From an optimization exercise on the open Yosys and OpenROAD flow, aimed at small area and few clock cycles per item; shortcuts taken in it are not production practice.
No run shown here included a check of the RTL's function; only the layout flow was run.
Power is estimated from default activity; no workload was simulated.

[flow/run.sh]
#!/bin/bash
# synth_recipe.tcl (not shown) runs the flow's synth.tcl, then flattens the netlist and writes it again
# the make line also repeats each setting of config.mk as NAME=value (left out here)
make -C /OpenROAD-flow-scripts/flow DESIGN_CONFIG=/design/flow/config.mk WORK_HOME=/design/flow/orfs CLKGATE_MAP_FILE= SYNTH_SCRIPT=/design/flow/synth_recipe.tcl finish
[flow/config.mk]
export PLATFORM = sky130hd
export DESIGN_NAME = fp_add_top
export DESIGN_NICKNAME = fp_add_top
export VERILOG_FILES = /design/flow/design.v
export SDC_FILE = /design/flow/constraint.sdc
export NUM_CORES = 4
export LEC_CHECK = 0
export CAP_MARGIN = 20
export CORE_MARGIN = 2
export CORE_UTILIZATION = 40
export SLEW_MARGIN = 20
[flow/constraint.sdc]
create_clock -name core_clock -period 6.0 [get_ports {i_clk}]
set_input_delay 1.2000 -clock core_clock [delete_from_list [all_inputs] [get_ports {i_clk}]]
set_output_delay 1.2000 -clock core_clock [all_outputs]
set_load 0.01 [all_outputs]
[flow/design.v]
package fp_add_pkg;
    localparam int EXP_W = 8;
    localparam int MAN_W = 23;
    localparam int FP_W  = 1 + EXP_W + MAN_W;
    localparam int SIG_W = MAN_W + 1;           
    typedef logic [FP_W-1:0] fp_word_t;
    typedef logic [EXP_W-1:0] exp_t;
    typedef logic [SIG_W-1:0] sig_t;
    typedef logic [SIG_W:0] sum_t;              
    typedef logic [$clog2(SIG_W + 1)-1:0] lz_t;
    localparam exp_t EXP_MAX = '1;              
endpackage
module fp_unpack_align (
    input  fp_add_pkg::fp_word_t i_fp1,
    input  fp_add_pkg::fp_word_t i_fp2,
    output logic                 o_sign,
    output fp_add_pkg::exp_t     o_exp,
    output fp_add_pkg::sum_t     o_sum
);
    localparam int SW = fp_add_pkg::SIG_W + 1;    
    logic                         fp1_sign;
    fp_add_pkg::exp_t             fp1_exp;
    fp_add_pkg::sig_t             fp1_sig;
    logic                         fp2_sign;
    fp_add_pkg::exp_t             fp2_exp;
    fp_add_pkg::sig_t             fp2_sig;
    logic [fp_add_pkg::EXP_W:0]   d12;            
    fp_add_pkg::exp_t             d21;
    logic                         e1_ge;          
    logic                         fp1_big;
    logic                         sub;
    logic                         kill;
    fp_add_pkg::exp_t             exp_diff;
    fp_add_pkg::sig_t             x_sig;          
    fp_add_pkg::sig_t             y_sig;          
    fp_add_pkg::sig_t             y_aligned;
    logic [SW-1:0]                pa, pb;
    logic [SW-1:0]                p, g, c;
    assign fp1_sign = i_fp1[fp_add_pkg::FP_W-1];
    assign fp1_exp  = i_fp1[fp_add_pkg::FP_W-2 -: fp_add_pkg::EXP_W];
    assign fp2_sign = i_fp2[fp_add_pkg::FP_W-1];
    assign fp2_exp  = i_fp2[fp_add_pkg::FP_W-2 -: fp_add_pkg::EXP_W];
    assign fp1_sig = {(fp1_exp != '0), i_fp1[fp_add_pkg::MAN_W-1:0]};
    assign fp2_sig = {(fp2_exp != '0), i_fp2[fp_add_pkg::MAN_W-1:0]};
    assign fp1_big = (i_fp1[fp_add_pkg::FP_W-2:0] >= i_fp2[fp_add_pkg::FP_W-2:0]);
    assign d12      = {1'b0, fp1_exp} - {1'b0, fp2_exp};
    assign d21      = fp2_exp - fp1_exp;
    assign e1_ge    = ~d12[fp_add_pkg::EXP_W];
    assign exp_diff = e1_ge ? d12[fp_add_pkg::EXP_W-1:0] : d21;
    assign sub   = (fp1_sign != fp2_sign);
    assign x_sig = fp1_big ? fp1_sig : fp2_sig;
    assign y_sig = fp1_big ? fp2_sig : fp1_sig;
    assign kill      = ~y_sig[fp_add_pkg::SIG_W-1] | (exp_diff >= 8'(fp_add_pkg::SIG_W));
    assign y_aligned = kill ? '0 : (y_sig >> exp_diff[4:0]);
    assign pa = {1'b0, x_sig};
    assign pb = {1'b0, y_aligned} ^ {SW{sub}};
    always_comb begin
        logic [SW-1:0] gg, pp;
        p  = pa ^ pb;
        gg = pa & pb;
        pp = p;
        gg[0] = gg[0] | (pp[0] & sub);
        for (int l = 0; (1 << l) < SW; l++) begin
            for (int i = 0; i < SW; i++) begin
                if ((i >> l) & 1) begin
                    gg[i] = gg[i] | (pp[i] & gg[((i >> l) << l) - 1]);
                    pp[i] = pp[i] & pp[((i >> l) << l) - 1];
                end
            end
        end
        g = gg;
        c = {g[SW-2:0], sub};
    end
    assign o_sum  = p ^ c;
    assign o_sign = fp1_big ? fp1_sign : fp2_sign;
    assign o_exp  = e1_ge ? fp1_exp : fp2_exp;     
endmodule
module fp_mag_add (
    input  logic             i_clk,
    input  logic             i_rst_n,
    input  logic             i_valid,
    input  logic             i_sign,
    input  fp_add_pkg::exp_t i_exp,
    input  fp_add_pkg::sum_t i_sum,
    input  logic             i_move,
    output logic             o_valid,
    output logic             o_sign,
    output fp_add_pkg::exp_t o_exp,
    output fp_add_pkg::sum_t o_sum
);
    always_ff @(posedge i_clk or negedge i_rst_n) begin
        if (!i_rst_n) begin
            o_valid <= 1'b0;
        end else begin
            o_valid <= i_valid | (o_valid & ~i_move);
        end
    end
    always_ff @(posedge i_clk) begin
        if (i_valid) begin
            o_sign <= i_sign;
            o_exp  <= i_exp;
            o_sum  <= i_sum;
        end
    end
endmodule
module fp_normalize (
    input  logic                 i_sign,
    input  fp_add_pkg::exp_t     i_exp,
    input  fp_add_pkg::sum_t     i_sum,
    output fp_add_pkg::fp_word_t o_fp
);
    localparam int SW = fp_add_pkg::SIG_W + 1;    
    logic [SW-1:0] v16, v8, v4, v2, v1;
    logic [4:0]    lz;
    logic [9:0]    e;                             
    always_comb begin
        lz[4] = (i_sum[SW-1 -: 16] == '0);
        v16   = lz[4] ? {i_sum[SW-17:0], 16'b0} : i_sum;
        lz[3] = (v16[SW-1 -: 8] == '0);
        v8    = lz[3] ? {v16[SW-9:0], 8'b0} : v16;
        lz[2] = (v8[SW-1 -: 4] == '0);
        v4    = lz[2] ? {v8[SW-5:0], 4'b0} : v8;
        lz[1] = (v4[SW-1 -: 2] == '0);
        v2    = lz[1] ? {v4[SW-3:0], 2'b0} : v4;
        lz[0] = ~v2[SW-1];
        v1    = lz[0] ? {v2[SW-2:0], 1'b0} : v2;
    end
    assign e = {2'b00, i_exp} + 10'd1 - {5'b0, lz};
    always_comb begin
        if (i_exp == fp_add_pkg::EXP_MAX) begin
            o_fp = {1'b0, fp_add_pkg::EXP_MAX, {fp_add_pkg::MAN_W{1'b0}}};    
        end else if (~v1[SW-1] || e[9] || (e == '0)) begin
            o_fp = '0;                                                        
        end else if (e[8:0] >= 9'd255) begin
            o_fp = {i_sign, fp_add_pkg::EXP_MAX, {fp_add_pkg::MAN_W{1'b0}}};  
        end else begin
            o_fp = {i_sign, e[7:0], v1[SW-2:1]};
        end
    end
endmodule
module fp_out_credit #(
    parameter int DEPTH        = 7,
    parameter int DOWN_CREDITS = 4
) (
    input  logic                 i_clk,
    input  logic                 i_rst_n,
    input  logic                 i_wr_valid,
    input  fp_add_pkg::fp_word_t i_wr_data,
    input  logic                 i_credit,
    output logic                 o_full,
    output logic                 o_pop,
    output logic                 o_valid,
    output fp_add_pkg::fp_word_t o_fp,
    output logic                 o_in_credit
);
    localparam int CRD_W = $clog2(DOWN_CREDITS + 1);
    fp_add_pkg::fp_word_t mem [DEPTH];
    logic [DEPTH-1:0] fill;
    logic [DEPTH-1:0] head;
    logic [CRD_W-1:0] down_credit;
    assign head        = fill & ~{1'b0, fill[DEPTH-1:1]};
    assign o_full      = fill[DEPTH-1];
    assign o_pop       = fill[0] && (down_credit != '0);
    assign o_valid     = o_pop;
    assign o_in_credit = o_pop;
    always_comb begin
        o_fp = '0;
        for (int k = 0; k < DEPTH; k++) begin
            o_fp = o_fp | (mem[k] & {fp_add_pkg::FP_W{head[k]}});
        end
    end
    always_ff @(posedge i_clk) begin
        if (i_wr_valid) begin
            mem[0] <= i_wr_data;
            for (int i = 1; i < DEPTH; i++) begin
                mem[i] <= mem[i-1];
            end
        end
    end
    always_ff @(posedge i_clk or negedge i_rst_n) begin
        if (!i_rst_n) begin
            fill <= '0;
        end else begin
            case ({i_wr_valid, o_pop})
                2'b10:   fill <= {fill[DEPTH-2:0], 1'b1};
                2'b01:   fill <= {1'b0, fill[DEPTH-1:1]};
                default: fill <= fill;
            endcase
        end
    end
    always_ff @(posedge i_clk or negedge i_rst_n) begin
        if (!i_rst_n) begin
            down_credit <= CRD_W'(DOWN_CREDITS);
        end else begin
            case ({i_credit, o_pop})
                2'b10:   down_credit <= down_credit + 1'b1;
                2'b01:   down_credit <= down_credit - 1'b1;
                default: down_credit <= down_credit;
            endcase
        end
    end
endmodule
module fp_add_top #(
    parameter int OUT_DEPTH    = 7,      
    parameter int DOWN_CREDITS = 4
) (
    input  logic                 i_clk,
    input  logic                 i_rst_n,
    input  logic                 i_valid,
    input  fp_add_pkg::fp_word_t i_fp1,
    input  fp_add_pkg::fp_word_t i_fp2,
    input  logic                 i_credit,
    output logic                 o_in_credit,
    output logic                 o_valid,
    output fp_add_pkg::fp_word_t o_fp
);
    logic                 a_sign;
    fp_add_pkg::exp_t     a_exp;
    fp_add_pkg::sum_t     a_sum;
    logic                 s_valid;
    logic                 s_sign;
    fp_add_pkg::exp_t     s_exp;
    fp_add_pkg::sum_t     s_sum;
    logic                 s_move;
    fp_add_pkg::fp_word_t n_fp;
    logic                 buf_full;
    logic                 buf_pop;
    assign s_move = s_valid & (~buf_full | buf_pop);
    fp_unpack_align fp_unpack_align_inst (
        .i_fp1  (i_fp1),
        .i_fp2  (i_fp2),
        .o_sign (a_sign),
        .o_exp  (a_exp),
        .o_sum  (a_sum)
    );
    fp_mag_add fp_mag_add_inst (
        .i_clk   (i_clk),
        .i_rst_n (i_rst_n),
        .i_valid (i_valid),
        .i_sign  (a_sign),
        .i_exp   (a_exp),
        .i_sum   (a_sum),
        .i_move  (s_move),
        .o_valid (s_valid),
        .o_sign  (s_sign),
        .o_exp   (s_exp),
        .o_sum   (s_sum)
    );
    fp_normalize fp_normalize_inst (
        .i_sign (s_sign),
        .i_exp  (s_exp),
        .i_sum  (s_sum),
        .o_fp   (n_fp)
    );
    fp_out_credit #(
        .DEPTH        (OUT_DEPTH),
        .DOWN_CREDITS (DOWN_CREDITS)
    ) fp_out_credit_inst (
        .i_clk       (i_clk),
        .i_rst_n     (i_rst_n),
        .i_wr_valid  (s_move),
        .i_wr_data   (n_fp),
        .i_credit    (i_credit),
        .o_full      (buf_full),
        .o_pop       (buf_pop),
        .o_valid     (o_valid),
        .o_fp        (o_fp),
        .o_in_credit (o_in_credit)
    );
endmodule
==> results of run 1 <==
state kept, by name (all words and copies together), names as in the netlist:
name and cells:
fp_mag_add_inst.o_sign 1, fp_out_credit_inst.fill 7, fp_mag_add_inst.o_sum 25, fp_mag_add_inst.o_valid 1
fp_out_credit_inst.down_credit 3, fp_mag_add_inst.o_exp 8, fp_out_credit_inst.mem 224
path summary, 6_finish.rpt:
kind	startpoint	to	slack, ns	depth (start not counted)
max	i_fp1[19]	fp_mag_add_inst.o_sum[24]	-0.46	24
min	fp_out_credit_inst.mem[1][28]	fp_out_credit_inst.mem[2][28]	0.44	0
max reg2reg	fp_mag_add_inst.o_sum[18]	fp_out_credit_inst.mem[0][0]	0.48	25
min reg2reg	fp_out_credit_inst.mem[1][28]	fp_out_credit_inst.mem[2][28]	0.44	0
max in group asynchronous	i_rst_n	fp_out_credit_inst.down_credit[2]	4.64	1
min in group asynchronous	i_rst_n	fp_out_credit_inst.fill[2]	1.00	1
cells in the mapped netlist (9+ instances only):
cell type / number
a31oi_1: 16
o21ai_0: 36
nor3_1: 11
mux4_2: 24
buf_2: 19
edfxtp_1: 258
a211oi_1: 12
a222oi_1: 14
a22oi_1: 85
nand2_1: 125
a21o_1: 13
nor4_1: 12
inv_1: 64
and3_1: 19
ha_1: 69
xor2_1: 23
clkbuf_1: 43
nand4_1: 27
o21a_1: 9
mux2i_1: 53
xnor2_1: 39
mux2_2: 33
a21oi_1: 69
dfrtp_1: 10
fa_1: 9
nand3_1: 33
nor2_1: 77
nor2b_1: 12
power groups by stage:
stage               clock, W  combinational [W]  sequential (W)
CTS                  0.00173            0.00370         0.00318
detailed placement         0            0.00358         0.00322
global placement           0            0.00355         0.00319
global route         0.00179            0.00413         0.00326
finish               0.00168            0.00379         0.00319
floorplan                  0            0.00206         0.00309
cells by family (layout without fill, tap and decap cells):
group                    Yosys count  count (layout)  share of synthesized area, %
AO/OA/AOI/OAI                    313             313                          14.1
XOR/XNOR                          62              62                          3.48
flip-flops                       269             269                          51.4
AND/OR/NAND/NOR                  358             358                          11.1
multiplexers                     114             114                          9.54
buffers and inverters            140             530                          3.64
adder cells (fa/ha/maj)           78              78                          6.69
cell type report:
class	count	area share (%)
Tap cell	518	3.09
Inverter	70	1.35
Sequential cell	269	38.2
Clock inverter	17	0.751
Multi-Input combinational cell	925	37.6
Clock buffer	33	3.53
Timing Repair Buffer	410	15.5
routing by layer:
layer / vias to the layer above / GRT usage (%)
met1: 6029 / 26.8
li1: 5855 / -
met4: 2 / 6.01
met5: - / 0
met3: 71 / 2.58
met2: 339 / 36.7
what timing repair did:
action / 4_1_cts / 5_1_grt
setup buffers: 20 / 15
pin swaps: 49 / 44
endpoints found under the setup margin: 20 / 37
gates resized for setup: 202 / 126
stage by stage:
stage	cells	hold slack, ns	power [W]	util, %
2_1_floorplan	1334	0.425	0.00514	-
3_3_place_gp	2162	0.428	0.00674	49.9
3_5_place_dp	2162	0.434	0.00680	49.9
4_1_cts	2230	0.446	0.00861	53.6
5_1_grt	2242	0.446	0.00918	54.4
6_report	2242	0.445	0.00866	54.4
==> reports/qor.yml, run 1 <==
clock_network:
  numCtsBuffers: 28
  htree_levels: 1
  clk_pin_slew_ns: 0.06
  clock_sinks: 269
  cts_tree: "built"
  clock_latency_ns: 0.53
  cts_root_buffer: "clkbuf_16"
  cts_hold_buf: 0
  clockBufferDepth: 3
yosys:
  synth_edf_count: 258
  synth_seq_cells: 269
  synth_top_cell_area_share_pct: 49.7
  synth_seq_area_share_pct: 51.4
  synth-main-ff-cell: "edfxtp_1"
  avgSynthCellArea_um2: 11.7
  synth_top_cell_by_area: "edfxtp_1"
  synth_area_leaders: "edfxtp_1, ha_1, a22oi_1"
  syn_nets: 1480
  async_reset_ff_share_pct: 4.09
  syn_inst: 1334
  synth.cell_area_um2: 15600
  synth_warnings: 5
  ys_types: 79
layout:
  regArea_um2: 8020
  fillCellCount: 3349
  multi_input_area_um2: 7890
  fin_nets: 1850
  synthToLayoutAreaGrowth_pct: 34.6
  layout_common_cells: "buf_4, edfxtp_1, nand2_1, a22oi_1, nor2_1"
  antennaDiodeCount: 0
  fin_area_um2: 21000
  drive_gt1_share_pct: 35.2
  final_common_cell: "buf_4"
sta:
  slew_violations: 0
  hold_viol_final: 0
  setup_viol: 11
  grt_setup_unrepaired: "true"
  fin_worst_skew_ns: 0.0100
  period_share_pct: 108
  finalSetupTns_ns: -2.37
  fin_ws_ns: -0.458
  fmax_ghz: 0.155
  relSlewSlack_pct: 24.8
  fin_crit_ns: 6.46
  worst_slew_pin_slew_ns: 1.12
floorplan:
  ioPinCount: 102
  die_h_um: 201
  initial_core_util_pct: 40.5
  coreArea_um2: 38600
  rows: 72
  fp.dieW_um: 201
  fp.dieArea_um2: 40600
power_and_ir_drop:
  powerDensity_nw_per_um2: 413
  p_int_w: 0.00563
  p_sw_share_pct: 35.0
  switching_power_w: 0.00303
  p_seq_share_pct: 36.8
  p_clk_share_pct: 19.4
  ir_drop_v: 0.000245
  power.leakage_nw: 8.21
  pwr-share-comb_pct: 43.7
drt:
  drtIter0Drc: 921
  vias: 12300
  via_per_inst: 5.48
  highest_layer: "met5"
  drt-met1-wl_um: 18400
  drt_wl_total_um: 43100
  met3_length_um: 1990
  wl_per_cell_um: 19.2
  first_pass_iters: 6
  ant_nets: 0
  drc: 0
  wl_met2_um: 21400
placed_design:
  post_dp_cell_area_um2: 19200
  portBuffers: 101
  dp_worst_setup_slack_ns: -1.71
  dp_hpwl_um: 31800
  gp_congestion: 0.932
global_route:
  grt_pass1_vias: 12400
  grt_antenna_before_repair: 2
  grtUsageTotal_pct: 20.8
  grt_pass1_wl_um: 67700
  grt_overflow: 0
  grt_start_max_net_pins: 110
worst_setup_path:
  required_ns: 6.27
  cpLargestDelayFamily: "compound AO/OA/AOI/OAI gates"
  cp_cell_sequence: "clkdlybuf4s15_1 -> ha_1 -> nand4_1 -> nor3_2 -> a221o_1 -> a211oi_4 -> buf_12 -> buf_8 -> mux4_2 -> mux4_2 -> a21oi_4 -> xor2_2 -> fa_2 -> a21o_1 -> a21o_1 -> a2111oi_4 -> o211ai_1 -> and4_1 -> o21a_1 -> a221oi_4 -> o21ba_4 -> a21oi_4 -> a21oi_2 -> xor2_1"
  crit_buf_inv: 3
  critPathSlowestCell: "mux4_2"
  critPathLaunchType: "input pin"
  arrival_ns: 6.73
  cp_max_fo: 6
  endpoint_kind: "register"
  path_class: "in2reg"
  slowest_delay_ns: 0.52
min_path:
  worstHoldPathType: "reg2reg"
status:
  status: "complete, but fails checks"
  check-failures: "setup timing"
job:
  drv_cap: 0
==> run 2: changes to the inputs <==
--- a/flow/config.mk
+++ b/flow/config.mk
@@ -8,4 +8,5 @@
 export CAP_MARGIN = 20
 export CORE_MARGIN = 2
 export CORE_UTILIZATION = 40
+export GPL_TIMING_DRIVEN = 0
 export SLEW_MARGIN = 20
==> reports/qor.yml, run 2 <==
drt:
  drt-met1-wl_um: 18400  # about the same
  vias: 11900  # -2.9%
  drc: 0  # unchanged
  met3_length_um: 2180  # +9.1%
  drt_wl_total_um: 43000  # -0.24%
  wl_per_cell_um: 20.6  # +7.4%
  drtIter0Drc: 965  # +4.8%
  first_pass_iters: 5  # -1
  highest_layer: "met4"
  via_per_inst: 5.73  # +4.6%
  wl_met2_um: 21300  # -0.44%
  ant_nets: 0  # unchanged
clock_network:
  cts_tree: "built"
  clockBufferDepth: 3  # unchanged
  cts_hold_buf: 0  # unchanged
  cts_root_buffer: "clkbuf_16"
  clock_sinks: 269  # unchanged
  numCtsBuffers: 29  # +3.6%
  clock_latency_ns: 0.55  # +0.02 ns
  htree_levels: 1  # unchanged
  clk_pin_slew_ns: 0.06  # about the same
power_and_ir_drop:
  power.leakage_nw: 7.36  # -10%
  total_power_w: 0.00852  # -1.6%
  ir_drop_v: 0.000277  # +13%
  powerDensity_nw_per_um2: 436  # +5.5%
layout:
  antennaDiodeCount: 0  # unchanged
  largest_reg_flops: 224  # unchanged
  layout_common_cells: "edfxtp_1, nand2_1, a22oi_1, nor2_1, buf_4"
  final_common_cell: "edfxtp_1"
  synthToLayoutAreaGrowth_pct: 25.4
  drive_gt1_share_pct: 22.4  # -13 points
  multi_input_area_um2: 7750  # -1.8%
  fin_nets: 1688  # -8.8%
  fillCellCount: 3475  # +3.8%
  top_register: "fp_out_credit_inst.mem"
  fin_area_um2: 19600  # -6.8%
  regArea_um2: 8020  # unchanged
  reg_top3: "fp_out_credit_inst.mem x224, fp_mag_add_inst.o_sum x25, fp_mag_add_inst.o_exp x8"
yosys:
  synth.cell_area_um2: 15600  # unchanged
  synth_edf_count: 258  # unchanged
  avgSynthCellArea_um2: 11.7  # unchanged
  synth_seq_cells: 269  # unchanged
  synth_top_cell_by_area: "edfxtp_1"
  yosysMostFrequentCell: "edfxtp_1"
  synth_seq_area_share_pct: 51.4  # unchanged
  synth_top_cell_area_share_pct: 49.7  # unchanged
  syn_nets: 1480  # unchanged
  syn_inst: 1334  # unchanged
  synth_commonest_cells: "edfxtp_1, nand2_1, a22oi_1, nor2_1"
  synth_warnings: 5  # unchanged
  synth_area_leaders: "edfxtp_1, ha_1, a22oi_1"
  synth-main-ff-cell: "edfxtp_1"
  ys_types: 79  # unchanged
  async_reset_ff_share_pct: 4.09  # unchanged
placed_design:
  dp_worst_setup_slack_ns: -2.25  # -0.540 ns
  gp_congestion: 1.01  # +8.4%
  portBuffers: 101  # unchanged
  post_dp_cell_area_um2: 17500  # -9.3%
  dp_hpwl_um: 31300  # -1.6%
worst_setup_path:
  endpoint_kind: "register"
  path_common_cell: "a21o_1"
  ff2ff_setup_slack_ns: 0.30  # -0.18 ns
  path_class: "in2reg"
  required_ns: 6.26  # about the same
  critPathLaunchType: "input pin"
  reg2reg_from: "fp_mag_add_inst.o_sum[19]"
  crit_buf_inv: 3  # unchanged
  cp_max_fo: 6  # unchanged
  arrival_ns: 6.78  # +0.05 ns
  r2r_cells: 26  # +4.0%
  reg2reg_to: "fp_out_credit_inst.mem[0][10]"
  slowest_delay_ns: 0.55  # +0.03 ns
  critPathSlowestCell: "mux4_2"
  cpLargestDelayFamily: "compound AO/OA/AOI/OAI gates"
sta:
  worst_slew_pin_slew_ns: 1.05  # -0.0707 ns
  setup_viol: 10  # -1
  relSlewSlack_pct: 29.3  # +4.5 points
  period_share_pct: 109  # +1.1 points
  fin_ws_ns: -0.525  # -0.0669 ns
  hold_viol_final: 0  # unchanged
  grt_setup_unrepaired: "true"
  holdWs_ns: 0.430  # -0.0151 ns
  slew_violations: 0  # unchanged
  fin_crit_ns: 6.53  # +0.0669 ns
  fmax_ghz: 0.153  # -1.0%
  fin_worst_skew_ns: 0.0308  # +0.0208 ns
floorplan:
  ioPinCount: 102  # unchanged
  rows: 72  # unchanged
  coreArea_um2: 38600  # unchanged
  initial_core_util_pct: 40.5  # unchanged
  die_h_um: 201  # unchanged
  fp.dieW_um: 201  # unchanged
  fp.dieArea_um2: 40600  # unchanged
global_route:
  grtUsageTotal_pct: 20.7  # -0.068 points
  grt_antenna_before_repair: 0  # -2
  grt_pass1_vias: 11800  # -4.2%
  grt_overflow: 0  # unchanged
  grt_pass1_wl_um: 66900  # -1.1%
  grt_start_max_net_pins: 119  # +8.2%
status:
  status: "complete, but fails checks"
  check-failures: "setup timing"
min_path:
  min_from: "fp_out_credit_inst.mem[1][29]"
  worstHoldPathType: "reg2reg"
  holdPathStages: 0  # unchanged
  hold_end: "fp_out_credit_inst.mem[2][29]"
job:
  drv_cap: 0  # unchanged
-- run 2: cell counts after synthesis --
No cell type changed its count.
-- run 2: layout make-up --
type	instances	area share, %
Sequential cell	269	41.0
Clock buffer	35	3.82
Clock inverter	19	0.915
Inverter	70	1.47
Tap cell	518	3.31
Timing Repair Buffer	179	7.89
Buffer	68	1.99
Multi-Input combinational cell	925	39.6
-- run 2: timing repair --
item / 4_1_cts / 5_1_grt
resized for setup: 175 / 115
setup buffers: 51 / 33
pin swaps: 42 / 48
setup endpoints to repair: 53 / 47
-- run 2: how the worst max path moves through the flow --
| stage | cells past startpoint | slack (ns) | endpoint | start |
|---|---|---|---|---|
| global route | 27 | -0.76 | fp_mag_add_inst.o_sum[24] | i_fp1[1] |
| CTS | 28 | -0.65 | fp_mag_add_inst.o_sum[24] | i_fp1[23] |
| global placement | 27 | -2.30 | fp_mag_add_inst.o_sum[24] | i_fp1[27] |
| detailed placement | 28 | -2.25 | fp_mag_add_inst.o_sum[24] | i_fp1[27] |
| floorplan | 27 | -0.73 | fp_mag_add_inst.o_sum[24] | i_fp1[23] |
| finish | 26 | -0.53 | fp_mag_add_inst.o_sum[24] | i_fp2[26] |
-- run 2: cells by family after synthesis --
logic type / Yosys count / share of synthesized area [%]
AOI/OAI and AO/OA: 313 / 14.1
xor gates and xnor gates: 62 / 3.48
adders and majority gates: 78 / 6.69
buffers and inverters: 140 / 3.64
DFF: 269 / 51.4
muxes: 114 / 9.54
and+or+nand+nor: 358 / 11.1
-- run 2: layer usage --
layer / GRT usage, % / vias up
met1: 27.6 / 5935
li1: - / 5528
met2: 36.1 / 413
met5: 0 / -
met4: 5.70 / 0
met3: 2.17 / 68
-- run 2: power by group --
part	switching, W	internal [W]
Sequential	0.000349	0.00282
Clock	0.000701	0.00102
Combinational	0.00204	0.00159
-- run 2: metrics by stage --
stage | cells | util [%] | setup TNS, ns
final | 2083 | 50.7 | -2.88
after global routing | 2083 | 50.7 | -5.33
after CTS | 2056 | 49.6 | -4.29
after detailed placement | 1955 | 45.3 | -46.12
after global placement | 1953 | 45.1 | -425.68
after floorplan | 1334 | - | -4.55

==> what the ideal ports hide <==
In the flow no input, the clock included, has a driving cell. The finished layouts below were timed again as built, in two steps.
Step 1 assumes that a clkbuf_16 drives the clock port and a buf_2 every other input.
Step 2 also shifts input and output timing later by t, the mid clock arrival at the registers, as if the neighbouring blocks saw the same clock.
a / b / c = no drivers / after step 1 / after step 2; a / b = the first two.
run | t (ns) | setup slack, ns | worst hold slack (ns) | worst setup path at the end
run 1 | 0.575 | -0.458 / -0.473 / -1.048 | 0.445 / 0.445 / 0.445 | input to register
run 2 | 0.587 | -0.525 / -0.538 / -1.125 | 0.430 / 0.430 / 0.430 | input to register
The setup slack of run 2, which loses most, moves by -0.013 ns with the drivers and by -0.600 ns with both steps.
